Context: an optimization exercise on an open-source flow, tuned for small area, a short achievable clock period and few clock cycles per item. The choices shown serve that exercise and are no tape-out recipe. At most, simulation tests tie the RTL to the original design; equivalence was not proved. Only the layout flow was run in run 1; the RTL was not checked for function there. Power is estimated from default activity; no workload was simulated.

==> flow/design.v, too long to show whole: its modules and the start of the top module <==
// module mac_adder_tree: 26 lines
// module mac_pipe: 2182 lines
module mac_pipe (
  input  logic               clk,
  input  logic               rst,
  input  logic               in_valid,
  output logic               in_ready,
  input  logic               in_first,
  input  logic               in_last,
  input  logic [71:0]        kernel_in,
  input  logic [71:0]        map_in,
  input  logic signed [31:0] bias,
  input  logic [4:0]         shift,
  output logic               out_valid,
  input  logic               out_ready,
  output logic signed [7:0]  mac_out
);
  // ...
==> flow/flow/run.sh <==
#!/bin/bash
# Layout flow: the standard flow with two changes.
#  1. After the standard synthesis, flow/polarity.py re-chooses which full
#     adders work on complemented signals and swaps simple gates for their
#     De Morgan / complemented-output twins, so fewer inverters remain
#     (registers are left as synthesis made them). Yosys then proves the new
#     netlist equivalent to the standard one (registers paired by name); if
#     that proof fails, the standard netlist is laid out instead.
#  2. Ports are buffered with sky130_fd_sc_hd__buf_1 instead of the default
#     pick; timing repair still resizes them as needed.
# Each tool's output goes to a log file of its own in this folder.
set -euo pipefail
R=orfs/results/${FLOW_PLATFORM:-sky130hd}/mac_pipe/base
LIB=$(ls "$FLOW_HOME"/platforms/${FLOW_PLATFORM:-sky130hd}/lib/sky130_fd_sc_hd__tt_025C_1v80.lib)
bash standard.sh "$(pwd)/$R/1_2_yosys.v" > synth.log 2>&1
cp "$R/1_2_yosys.v" 1_2_yosys.standard.v
python3 flow/polarity.py 1_2_yosys.standard.v 1_2_yosys.polarity.v > polarity.log 2>&1
python3 flow/hide_names.py 1_2_yosys.polarity.v polarity_hidden.v > hide.log 2>&1
sed "s#@LIB@#$LIB#" flow/equiv.ys > equiv.ys
YOSYS=$(command -v yosys || echo "$FLOW_HOME/../tools/install/yosys/bin/yosys")
if "$YOSYS" -q -l equiv.log equiv.ys > equiv.out 2>&1; then
  cp 1_2_yosys.polarity.v "$R/1_2_yosys.v"
  echo "polarity netlist proven equivalent; using it" >> polarity.log
else
  echo "equivalence not proven; keeping the standard netlist" >> polarity.log
fi
BUFFER_PORTS_ARGS="-buffer_cell sky130_fd_sc_hd__buf_1" bash standard.sh finish > layout.log 2>&1
==> flow/flow/equiv.ys <==
read_liberty -ignore_miss_func -overwrite @LIB@
read_verilog 1_2_yosys.standard.v
rename mac_pipe gold
read_verilog polarity_hidden.v
rename mac_pipe gate
hierarchy -check
flatten
proc; async2sync; opt_clean
equiv_make gold gate eq
equiv_simple
equiv_induct
equiv_status -assert
==> flow/flow/hide_names.py <==
#!/usr/bin/env python3
"""Copy a mapped netlist with every cell and net renamed except registers,
their outputs and the ports, so that an equivalence check pairs only those.

Usage: hide_names.py IN.v OUT.v
"""
import re
import sys

src = open(sys.argv[1]).read()
inst_re = re.compile(r"^(\s*)(sky130_fd_sc_hd__\w+)\s+(\S+)\s*\((.*?)\);\s*$", re.S | re.M)
FF = re.compile(r"__(df|edf|sdf)")
keep = set()
for m in inst_re.finditer(src):
    if FF.search(m.group(2)):
        keep.add(re.search(r"\.Q\(\s*(.*?)\s*\)", m.group(4)).group(1))
hdr = re.search(r"module\s+\w+\s*\((.*?)\);", src, re.S)
ports = set(p.strip() for p in hdr.group(1).split(","))

def base(n):
    return re.sub(r"\s*\[\d+\]$", "", n).lstrip("\\")

def ren(m):
    p, n = m.group(1), m.group(2).strip()
    if n in keep or base(n) in ports or n.startswith("1'"):
        return m.group(0)
    return f".{p}(\\zz_{n.lstrip(chr(92)).replace(' ', '')} )"

out = []
pos = 0
for m in inst_re.finditer(src):
    out.append(src[pos:m.start(3)])
    nm = m.group(3)
    if not FF.search(m.group(2)):
        nm = "\\zz_" + nm.lstrip("\\") + " "
    out.append(nm + " (")
    out.append(re.sub(r"\.(\w+)\(\s*(.*?)\s*\)", ren, m.group(4)))
    pos = m.end(4)
out.append(src[pos:])
t = "".join(out)
t = re.sub(r"^\s*wire\s+.*?;\s*$\n", "", t, flags=re.M)
open(sys.argv[2], "w").write(t)
==> flow/flow/polarity.py <==
#!/usr/bin/env python3
"""Re-choose the polarity of full adders and simple gates in a mapped sky130 netlist.

A full adder is self-dual: complementing its three inputs complements both
outputs. Yosys's extract_fa picks each adder's polarity on its own, which
leaves inverters between adders. This script removes the inverters between
cells and lets each full adder work on complemented signals, each simple gate
(and/or/nand/nor, a21/o21, a22/o22, xor/xnor) be swapped for the library cell
that complements its output and/or reads complemented inputs (De Morgan), and
picks these choices by simulated annealing to need as little inverter and gate
area as possible. It then writes the netlist back with one inverter per signal
that some load needs inverted. Registers and all other cells are unchanged.

Usage: polarity.py IN.v OUT.v
"""
import random
import re
import sys

OUT_PINS = {"X", "Y", "Q", "Q_N", "SUM", "COUT", "HI", "LO"}
INV_RE = re.compile(r"^sky130_fd_sc_hd__(inv|clkinv)_\d+$")
FA_RE = re.compile(r"^sky130_fd_sc_hd__fa_\d+$")

src = open(sys.argv[1]).read()

# Split into the module header/body and the cell instances.
inst_re = re.compile(
    r"^(\s*)(sky130_fd_sc_hd__\w+)\s+(\S+)\s*\((.*?)\);\s*$", re.S | re.M)
pin_re = re.compile(r"\.(\w+)\(\s*(.*?)\s*\)(?=\s*,|\s*$)", re.S)

cells = []  # dict(type, name, pins: {pin: net}, span)
for m in inst_re.finditer(src):
    pins = {}
    for p, n in pin_re.findall(m.group(4)):
        pins[p] = n.strip()
    cells.append({"type": m.group(2), "name": m.group(3), "pins": pins,
                  "span": m.span()})

fixed = set()
hdr = re.search(r"module\s+\w+\s*\((.*?)\);", src, re.S)
ports = [p.strip() for p in hdr.group(1).split(",")]
for decl in re.finditer(r"^\s*(input|output|inout)\s+(\[[^\]]*\]\s*)?(\S+)\s*;", src, re.M):
    fixed.add(decl.group(3))
for a in re.finditer(r"^\s*assign\s+(.*?)\s*=\s*(.*?)\s*;", src, re.M):
    for side in (a.group(1), a.group(2)):
        for tok in re.findall(r"\\\S+|[A-Za-z_][\w$]*(?:\s*\[\d+\])?", side):
            fixed.add(tok.replace(" ", ""))

def base(net):
    return re.sub(r"\s*\[\d+\]$", "", net)

def is_fixed(net):
    return net in fixed or base(net) in fixed

driver = {}
loads = {}
for ci, c in enumerate(cells):
    for p, n in c["pins"].items():
        if p in OUT_PINS:
            driver[n] = (ci, p)
        else:
            loads.setdefault(n, []).append((ci, p))

# Removable inverters: output not fixed.
removable = set()
for ci, c in enumerate(cells):
    if INV_RE.match(c["type"]) and not is_fixed(c["pins"]["Y"]):
        removable.add(ci)

def root_of(net):
    k = 0
    while net in driver and driver[net][0] in removable:
        net = cells[driver[net][0]]["pins"]["A"]
        k ^= 1
    return net, k

# Group consumers by root.
roots = {}
for ci, c in enumerate(cells):
    if ci in removable:
        continue
    for p, n in c["pins"].items():
        if p in OUT_PINS:
            continue
        r, k = root_of(n)
        roots.setdefault(r, []).append((ci, p, k))

AREA = {"and2_1": 6.256, "nand2_1": 3.7536, "or2_1": 6.256, "nor2_1": 3.7536,
        "and3_1": 6.256, "nand3_1": 5.0048, "or3_1": 6.256, "nor3_1": 5.0048,
        "a21o_1": 7.5072, "a21oi_1": 5.0048, "o21a_1": 7.5072, "o21ai_0": 5.0048,
        "a22o_1": 8.7584, "a22oi_1": 7.5072, "o22a_1": 8.7584, "o22ai_1": 6.256,
        "xor2_1": 8.7584, "xnor2_1": 8.7584,
        "nand2b_1": 6.256, "and2b_1": 7.5072, "nor2b_1": 6.256, "or2b_1": 7.5072}
# group -> {(out_inverted, in_inverted): type}, relative to the group's base
GROUPS = [
    {(0, 0): "and2_1", (1, 0): "nand2_1", (0, 1): "nor2_1", (1, 1): "or2_1"},
    {(0, 0): "and3_1", (1, 0): "nand3_1", (0, 1): "nor3_1", (1, 1): "or3_1"},
    {(0, 0): "a21o_1", (1, 0): "a21oi_1", (0, 1): "o21ai_0", (1, 1): "o21a_1"},
    {(0, 0): "a22o_1", (1, 0): "a22oi_1", (0, 1): "o22ai_1", (1, 1): "o22a_1"},
    {(0, 0): "xor2_1", (1, 0): "xnor2_1", (0, 1): "xor2_1", (1, 1): "xnor2_1"},
    {(0, 0): "nand2b_1", (1, 0): "and2b_1"},
    {(0, 0): "nor2b_1", (1, 0): "or2b_1"},
]
CODE = {}
for gi, g in enumerate(GROUPS):
    for code, t in g.items():
        if t not in CODE:
            CODE[t] = (gi, code)
INV_COST = 3.7536
OUTNAME = {"and2_1": "X", "nand2_1": "Y", "or2_1": "X", "nor2_1": "Y",
           "and3_1": "X", "nand3_1": "Y", "or3_1": "X", "nor3_1": "Y",
           "a21o_1": "X", "a21oi_1": "Y", "o21a_1": "X", "o21ai_0": "Y",
           "a22o_1": "X", "a22oi_1": "Y", "o22a_1": "X", "o22ai_1": "Y",
           "xor2_1": "X", "xnor2_1": "Y", "nand2b_1": "Y", "and2b_1": "X",
           "nor2b_1": "Y", "or2b_1": "X"}

def short(t):
    return t.replace("sky130_fd_sc_hd__", "")

def outpin(c):
    return [p for p in c["pins"] if p in OUT_PINS][0]

# states[ci] = list of (fo, fi, type, area_delta)
states = {}
for ci, c in enumerate(cells):
    if ci in removable:
        continue
    t = short(c["type"])
    outs = [p for p in c["pins"] if p in OUT_PINS]
    out_fixed = any(is_fixed(c["pins"][o]) for o in outs)
    if FA_RE.match(c["type"]):
        if not out_fixed:
            states[ci] = [(0, 0, t, 0.0), (1, 1, t, 0.0)]
        continue
    if t in CODE and len(outs) == 1:
        gi, (o0, i0) = CODE[t]
        st = []
        for (oc, ic), t2 in GROUPS[gi].items():
            fo, fi = oc ^ o0, ic ^ i0
            if fo and out_fixed:
                continue
            st.append((fo, fi, t2, AREA[t2] - AREA[t]))
        if len(st) > 1:
            states[ci] = st

cur = {ci: next(k for k, x in enumerate(st) if x[0] == 0 and x[1] == 0)
       for ci, st in states.items()}

def fo_of(ci):
    return states[ci][cur[ci]][0] if ci in states else 0

def fi_of(ci):
    return states[ci][cur[ci]][1] if ci in states else 0

def drv_pol(r):
    d = driver.get(r)
    return 0 if d is None else fo_of(d[0])

def cost_root(r):
    dp = drv_pol(r)
    for ci, p, k in roots[r]:
        if dp ^ k ^ fi_of(ci):
            return INV_COST
    return 0

def var_cost(ci):
    return states[ci][cur[ci]][3]

touch = {ci: set() for ci in states}
for r, cons in roots.items():
    d = driver.get(r)
    if d is not None and d[0] in states:
        touch[d[0]].add(r)
    for ci, p, k in cons:
        if ci in states:
            touch[ci].add(r)

def total():
    return sum(cost_root(r) for r in roots) + sum(var_cost(ci) for ci in states)

orig_inv = len(removable)
best = None
best_cost = None
rng = random.Random(1)
order = sorted(states)
import math

def try_delta(ci, k):
    before = sum(cost_root(r) for r in touch[ci]) + var_cost(ci)
    old = cur[ci]
    cur[ci] = k
    after = sum(cost_root(r) for r in touch[ci]) + var_cost(ci)
    cur[ci] = old
    return after - before

def anneal(moves, t0, t1, allowed):
    for step in range(moves):
        temp = t0 * (t1 / t0) ** (step / moves)
        ci = order[rng.randrange(len(order))]
        ks = allowed[ci]
        if len(ks) < 2:
            continue
        k = ks[rng.randrange(len(ks))]
        if k == cur[ci]:
            continue
        d = try_delta(ci, k)
        if d <= 0 or rng.random() < math.exp(-d / temp):
            cur[ci] = k

# phase 1: output flips only (inputs as synthesis left them); phase 2: all
only_fo = {ci: [k for k, x in enumerate(states[ci]) if x[1] == 0 or FA_RE.match(cells[ci]["type"])] for ci in order}
every = {ci: list(range(len(states[ci]))) for ci in order}
for trial in range(int(sys.argv[3]) if len(sys.argv) > 3 else 4):
    for ci in order:
        cur[ci] = next(k for k, x in enumerate(states[ci]) if x[0] == 0 and x[1] == 0)
    anneal(300 * len(order), 6.0, 0.05, only_fo)
    anneal(300 * len(order), 1.5, 0.05, every)
    improved = True
    while improved:
        improved = False
        for ci in order:
            for k in range(len(states[ci])):
                if k != cur[ci] and try_delta(ci, k) < -1e-9:
                    cur[ci] = k
                    improved = True
    c = total()
    print(f"  trial {trial}: cost {c:.1f}", file=sys.stderr)
    if best_cost is None or c < best_cost:
        best_cost = c
        best = dict(cur)
cur = best
n_inv = sum(1 for r in roots if cost_root(r))
n_gate = sum(1 for ci in states if not FA_RE.match(cells[ci]["type"]) and (fo_of(ci) or fi_of(ci)))
n_fa = sum(1 for ci in states if FA_RE.match(cells[ci]["type"]) and fo_of(ci))
print(f"polarity: {n_fa} adders flipped, {orig_inv} inverters removed, "
      f"{n_inv} inverters added, {n_gate} gates changed, "
      f"cost {best_cost:.1f} um2 vs {orig_inv * INV_COST:.1f}", file=sys.stderr)

# Rewrite.
newpins = {}  # ci -> {pin: net}
new_cells = []
new_wires = []
for i, (r, cons) in enumerate(sorted(roots.items())):
    dp = drv_pol(r)
    inv_net = None
    for ci, p, k in cons:
        need_inv = dp ^ k ^ fi_of(ci)
        if need_inv:
            if inv_net is None:
                inv_net = f"polinv_n{i}"
                new_wires.append(inv_net)
                new_cells.append(f"  sky130_fd_sc_hd__inv_1 polinv_{i} (\n    .A({r} ),\n    .Y({inv_net})\n  );\n")
            net = inv_net
        else:
            net = r
        newpins.setdefault(ci, {})[p] = net

out = []
pos = 0
for ci, c in enumerate(cells):
    s, e = c["span"]
    out.append(src[pos:s])
    pos = e
    if ci in removable:
        continue
    pins = dict(c["pins"])
    pins.update(newpins.get(ci, {}))
    typ = c["type"]
    if ci in states and not FA_RE.match(typ):
        t2 = states[ci][cur[ci]][2]
        if t2 != short(typ):
            op = outpin(c)
            pins = {(OUTNAME[t2] if p == op else p): n for p, n in pins.items()}
            typ = "sky130_fd_sc_hd__" + t2
    body = ",\n".join(f"    .{p}({n} )" for p, n in pins.items())
    out.append(f"  {typ} {c['name']} (\n{body}\n  );")
out.append(src[pos:])
text = "".join(out)
# declare new wires and add new cells before endmodule
decl = "".join(f"  wire {w};\n" for w in new_wires)
text = re.sub(r"(module\s+\w+\s*\(.*?\);\n)", lambda m: m.group(1) + decl, text, count=1, flags=re.S)
idx = text.rfind("endmodule")
text = text[:idx] + "".join(new_cells) + text[idx:]
open(sys.argv[2], "w").write(text)
==> flow/standard.sh <==
#!/bin/bash
# synth_recipe.tcl (not shown) runs the flow's synth.tcl, then flattens the netlist and writes it again
# the make line also repeats each setting of config.mk as NAME=value (left out here)
make -C /OpenROAD-flow-scripts/flow DESIGN_CONFIG=/design/flow/config.mk WORK_HOME=/design/flow/orfs CLKGATE_MAP_FILE= SYNTH_SCRIPT=/design/flow/synth_recipe.tcl "${@:-finish}"
==> flow/config.mk <==
export PLATFORM = sky130hd
export DESIGN_NAME = mac_pipe
export DESIGN_NICKNAME = mac_pipe
export VERILOG_FILES = /design/flow/design.v
export SDC_FILE = /design/flow/constraint.sdc
export NUM_CORES = 4
export LEC_CHECK = 0
export ABC_AREA = 1
export CAP_MARGIN = 20
export CORE_MARGIN = 2
export CORE_UTILIZATION = 60
export CTS_CLUSTER_DIAMETER = 80
export CTS_CLUSTER_SIZE = 30
export SETUP_SLACK_MARGIN = 4.0
export SLEW_MARGIN = 20
==> flow/constraint.sdc <==
create_clock -name core_clock -period 7.5 [get_ports {clk}]
set_input_delay 1.5000 -clock core_clock [delete_from_list [all_inputs] [get_ports {clk}]]
set_output_delay 1.5000 -clock core_clock [all_outputs]
set_load 0.01 [all_outputs]
==> reports/qor_table.md, run 1 <==
| Stage | Result | This run |
|:---|:---|:---|
| outcome | Result of the run | complete, no violations |
| worst hold path | Instance count along the most critical hold path | 0 |
| cells and area | Fraction of the core area covered by cells at the end of the flow | 65.7% |
| sta | Least-Margin Pin Slew | 817 ps |
| grt | Number of antenna violations at the first check in global routing | 0 |
| cells and area | Non-clock buffer share of cell area | 2.96% |
| placement | Global placer's final weighted congestion | 0.975 |
| route | Average vias per placed instance | 5.85 |
| worst setup path | Worst-path cell chain | fa_1 > fa_1 > fa_1 > fa_1 > fa_1 > fa_1 > and2_1 |
| sta | Final Slew Violations | 0 |
| clock tree | H-tree depth | 1 |
| power | Power per standard cell area | 520 mW/mm^2 |
| worst setup path | Crit path DAT | 3950 ps |
| power | Power of the clock network | 1.34 mW |
| power | Power drawn by the sequential cells | 3.43 mW |
| yosys | Mapped Cells | 2807 |
| die | Top Ports | 197 |
| power | Worst-case vdd ir drop | 0.998 mV |
| worst setup path | R2R Path Start | t1[106]$_DFF_P_ |
| sta | RSZ-0062 raised after global routing | yes |
| cells and area | Sequential cell area | 0.00779 sq mm |
| placement | Dpl hpwl | 66.6 mm |
| clock tree | Post-CTS Setup Bufs | 0 |
| worst setup path | Worst setup path startpoint | t1[106]$_DFF_P_ |
| cells and area | Register with the most flip-flops | t1 |
| yosys | Net Count, Synth | 3420 |
| die | Die ar. | 0.0465 sq mm |
| cells and area | Top library cells by usage in the layout, fill and taps aside | 454 x nand2_1, 364 x fa_1, 294 x dfxtp_1 |
| cells and area | Multi-input combinational area share | 62.1% |
| cells and area | Invs w/o clock | 224 |
| clock tree | Number of clock buffers inserted by TritonCTS | 21 |
| power | Switching power of the nets | 6.94 mW |
| cells and area | Number of nets in the final layout | 3569 |
| yosys | Mean instance size in the synthesized netlist | 9.57 sq um |
| power | Combinational share of power | 68.4% |
| worst setup path | Largest fanout on the critical path | 1 |
| die | Die X-Extent | 216 um |
| sta | Final period util | 46.6% |
| clock tree | Cts hold-fix bufs | 0 |
| die | Number of well-tap cells placed | 592 |
| power | Total power | 15.1 mW |
==> inputs of run 2 (changes only) <==
--- a/flow/design.v
+++ b/flow/design.v
@@ -2196,57 +2196,58 @@
     if (ovf) begin
       rq = acc[31] ? 8'h80 : 8'h7f;
     end else if (!acc[31] && q8 == 8'h7f && rb) begin
       rq = 8'h7f;
     end else begin
       rq = q8 + {7'd0, rb};
     end
   end
-  logic [7:0]      q_mem [5];
-  logic [4:0]      q_wr;
-  logic [4:0]      q_rd;
+  logic [7:0]      q_mem [4];
+  logic [3:0]      q_wr;
+  logic [3:0]      q_rd;
   logic [2:0]      q_cnt;
   logic [2:0]      q_cnt_n;
   logic [2:0]      n_out;
   logic [2:0]      n_out_n;
   logic            ask;
   logic            pop;
+  logic            n_full;
   assign pop     = out_valid && out_ready;
   assign ask     = take && in_last;
   assign q_cnt_n = q_cnt + 3'(a_res) - 3'(pop);
   assign n_out_n = n_out + 3'(ask) - 3'(pop);
   always_ff @(posedge clk) begin
-    for (int i = 0; i < 5; i++) begin
+    for (int i = 0; i < 4; i++) begin
       if (a_res && q_wr[i]) begin
         q_mem[i] <= rq;
       end
     end
   end
   always_ff @(posedge clk or posedge rst) begin
     if (rst) begin
-      q_wr      <= 5'd1;
-      q_rd      <= 5'd1;
+      q_wr      <= 4'd1;
+      q_rd      <= 4'd1;
       q_cnt     <= '0;
       n_out     <= '0;
       out_valid <= 1'b0;
-      in_ready  <= 1'b1;
+      n_full    <= 1'b0;
     end else begin
       if (a_res) begin
-        q_wr <= {q_wr[3:0], q_wr[4]};
+        q_wr <= {q_wr[2:0], q_wr[3]};
       end
       if (pop) begin
-        q_rd <= {q_rd[3:0], q_rd[4]};
+        q_rd <= {q_rd[2:0], q_rd[3]};
       end
       q_cnt     <= q_cnt_n;
       n_out     <= n_out_n;
       out_valid <= a_res || q_cnt > 3'd1 || (q_cnt == 3'd1 && !pop);
-      in_ready  <= n_out < 3'd4 || (n_out == 3'd4 && (!ask || pop))
-                   || (n_out == 3'd5 && pop);
+      n_full    <= n_out_n == 3'd4;
     end
   end
+  assign in_ready = !n_full || pop;
   always_comb begin
     mac_out = '0;
-    for (int i = 0; i < 5; i++) begin
+    for (int i = 0; i < 4; i++) begin
       mac_out = mac_out | (q_rd[i] ? q_mem[i] : 8'd0);
     end
   end
 endmodule
==> reports/qor_table.md, run 2 <==
| Stage | Result | This run | vs previous |
|:---|:---|:---|:---|
| outcome | Result of the run | complete, no violations |  |
| die | Row Count | 76 |  |
| clock tree | H-tree depth | 1 | unchanged |
| grt | Global router's overall resource usage | 35.3% |  |
| route | Number of violations reported at the end of detailed-routing iteration 0 | 1698 |  |
| power | Cell Int Power | 8.89 mW |  |
| cells and area | Layout cells sized above 1 | 7.04% |  |
| yosys | Cell area after synthesis | 0.0265 sq mm |  |
| route | Number of nets with antenna violations after detailed routing | 0 |  |
| sta | Final period util | 47.4% | +0.76 points |
| sta | Final Slew Violations | 0 | unchanged |
| worst setup path | Crit path DAT | 3990 ps | +40 ps |
| worst setup path | Worst-path cell chain | fa_1 > fa_2 > fa_1 > fa_1 > fa_1 > fa_1 > and2_1 |  |
| power | Worst-case vdd ir drop | 1.21 mV | +22% |
| worst setup path | Maximum single-stage delay on the critical path | 570 ps |  |
| clock tree | Num Clock Sinks | 353 |  |
| cells and area | Number of nets in the final layout | 3539 | -0.84% |
| cells and area | Most common library cell in the layout ignoring fill and taps | nand2_1 |  |
| power | Reg power frac | 20.8% |  |
| worst setup path | Critical path start-end classification | register to register |  |
| power | Leak Pwr | 12.0 nW |  |
| route | Via count of the routed design | 20.8k |  |
| power | Switching power of the nets | 7.55 mW | +8.8% |
| worst setup path | Depth of the worst register-to-register path | 7 |  |
| clock tree | Clock tree from TritonCTS | yes |  |
| clock tree | Maximum buffer depth of the clock tree | 3 |  |
| worst setup path | Flop-to-flop setup slack | 3950 ps |  |
| placement | IO Port Bufs | 196 |  |
| route | Per-cell routed wire length | 23.1 um |  |
| worst setup path | Dominant cell type by count on the critical path | fa_1 |  |
| sta | Max-slew headroom at the worst pin | 38.1% |  |
| grt | Largest net degree at the start of global routing | 40 |  |
| sta | Final Skew | 32.5 ps |  |
| cells and area | Number of flip-flops under the largest register name | 186 |  |
| power | Power per standard cell area | 572 mW/mm^2 | +9.9% |
| placement | Dpl hpwl | 67.1 mm | +0.80% |
| die | Top Ports | 197 | unchanged |
| yosys | Mapped Cells | 2763 | -1.6% |
| grt | Vias in the first global route | 21.0k |  |
| clock tree | Later-pin clock latency in the skew report | 560 ps |  |
| route | Total detailed-routing wirelength | 81.5 mm |  |
| sta | Least-Margin Pin Slew | 928 ps | +111 ps |
| sta | Final Setup Violations | 0 |  |
| worst setup path | Worst setup path startpoint | t1[97]$_DFF_P_ |  |
| clock tree | Clock slew seen by the registers of the worst setup and hold paths | 110 ps |  |
| cells and area | Diode count | 0 |  |
| sta | Shortest period the worst path allows | 3550 ps |  |
| flow run | Number of max-cap violations | 0 |  |
| worst hold path | Instance count along the most critical hold path | 0 | unchanged |
| cells and area | Fraction of the core area covered by cells at the end of the flow | 66.5% | +0.75 points |
| placement | Global placer's final weighted congestion | 1.02 | +4.8% |
| sta | RSZ-0062 raised after global routing | yes |  |
| sta | Post-route setup TNS | 0 ps |  |
| worst setup path | R2R Path Start | t1[97]$_DFF_P_ |  |
| worst setup path | Reg2Reg Capture Point | w_b[10]$_DFF_P_ |  |
| yosys | Net Count, Synth | 3375 | -1.3% |
| power | Switching part of the total | 45.9% |  |
| die | Die X-Extent | 214 um | -0.74% |
| die | Placeable core region | 0.0433 sq mm |  |
| worst setup path | Worst setup SP type | register |  |
| route | Drt first pass iters | 6 |  |
| worst setup path | Endpoint kind of the worst setup timing path | register |  |
| sta | Final-report hold violation count | 0 |  |
| yosys | Mean instance size in the synthesized netlist | 9.58 sq um | about the same |
| cells and area | Area delta synth->final | 8.69% |  |
| grt | Aggregate global routing overflow | 0 |  |
| yosys | Yosys Warn Count | 2 |  |
| worst hold path | Tightest Hold Check Type | register to register |  |
| route | Average vias per placed instance | 5.91 | +0.93% |
| die | Initial core utilization | 61.2% |  |
| grt | Number of antenna violations at the first check in global routing | 1 | +1 |
| worst setup path | Required time at the worst-slack endpoint | 7940 ps |  |
| power | Combinational share of power | 71.4% | +3.0 points |
| worst setup path | CP max stage cell | fa_2 |  |
| clock tree | Clk Tree Root Cell | clkbuf_16 |  |
| clock tree | Number of clock buffers inserted by TritonCTS | 19 | -9.5% |
| power | Part of the total power dissipated in the clock network | 7.7% |  |
| worst hold path | Beginning of the worst hold path | w_shift[1]$_DFF_P_ |  |
| die | Die ar. | 0.0458 sq mm | -1.5% |
| grt | Wire length of the first global-routing pass | 123 mm |  |
| worst hold path | Hold endpoint | a_shift[1]$_DFF_P_ |  |
| cells and area | Register with the most flip-flops | t1 |  |
| sta | FMAX | 281 MHz |  |
| route | Drc violations | 0 |  |
| die | Die height | 214 um |  |
| worst setup path | Largest fanout on the critical path | 1 | unchanged |
| cells and area | Top library cells by usage in the layout, fill and taps aside | 406 x nand2_1, 353 x fa_1, 293 x dfxtp_1 |  |
run 2: power by group through the flow:
stage | registers, mW | logic [mW] | clock network, mW
detailed placement | 3.46 | 10.7 | 0
finish | 3.43 | 11.7 | 1.27
global route | 3.47 | 12.9 | 1.35
global placement | 3.44 | 10.2 | 0
CTS | 3.42 | 10.8 | 1.28
floorplan | 3.09 | 7.35 | 0
run 2: area by class of cell:
| type | instances | area, sq um |
|---|---|---|
| sequential | 353 | 7510 |
| multi-input combinational | 2091 | 18000 |
| timing repair inverter | 2 | 15.0 |
| clock buffer | 21 | 483 |
| inverter | 243 | 927 |
| tap | 585 | 732 |
| fill | 3534 | 14500 |
| clock inverter | 13 | 213 |
| timing repair buffer | 217 | 933 |
run 2: what timing repair did:
item	in CTS	in global routing
buffers inserted	3	12
hold buffers	0	0
pin swaps	5	18
gates resized for setup	45	58
gates cloned	1	2
setup endpoints to repair	99	129
run 2: critical path, delay by kind of cell (launching register included):
kind                     cells  cell delay [ps]
AND/OR/NAND/NOR              1              150
flip-flops                   1              380
adder cells (fa/ha/maj)      6             2910
run 2: metrics by stage:
stage                     worst slack [ps]  power (mW)  hold slack, ps  std cells  area (sq um)
after floorplan                       4000        10.4             310       2763         26600
after global placement                3210        13.6             310       3473         27700
after detailed placement              3120        14.2             312       3473         27700
after CTS                             3960        15.5             336       3511         28500
after global routing                  3880        17.7             343       3525         28800
final                                 3950        16.4             335       3525         28800
run 2: how the worst max path moves through the flow:
| stage | endpoint | slack [ps] | depth (start not counted) |
|---|---|---|---|
| after floorplan | t1[75]$_DFF_P_ | 4000 | 7 |
| after global placement | t1[22]$_DFF_P_ | 3210 | 7 |
| after detailed placement | t1[22]$_DFF_P_ | 3120 | 7 |
| after CTS | acc[23]$_DFF_P_ | 3960 | 20 |
| after global routing | w_b[10]$_DFF_P_ | 3880 | 7 |
| final | w_b[10]$_DFF_P_ | 3950 | 7 |
run 2: metal layers:
metal	global-route usage, %	vias up	wire length [um]
met4	17.4	0	5090
met3	4.20	241	5000
met2	62.2	937	41000
met1	43.0	10200	30400
met5	0	-	0
li1	-	9408	-
Testbench counts of run 2, summed over its fixed seeds: cycles 7,044, items 7,012.

-- afterwards: timing with drivers on the ports --
No port has a modelled driver above. Below, the same layouts with a new extraction and two added sets of constraints. Step 1 assumes that a clkbuf_16 drives the clock port and a buf_2 every other input. Step 2 times the ports against the registers' clock, not the clock port: input delays grow and output delays shrink by t, the midpoint of the rising clock arrivals with the driver on. Slacks: no drivers / after step 1 / after step 2; pairs: no drivers / after step 1.
run | t, ns | setup WS [ns] | worst setup path after step 2
run 1 | 0.605 | 4.004 / 4.004 / 3.513 | input to register
run 2 | 0.597 | 3.947 / 3.947 / 3.432 | input to register
After both steps setup and hold are still met in every run listed. For run 2, which loses most, drivers alone change the setup slack by 0.000 ns; drivers and shift together by -0.515 ns.
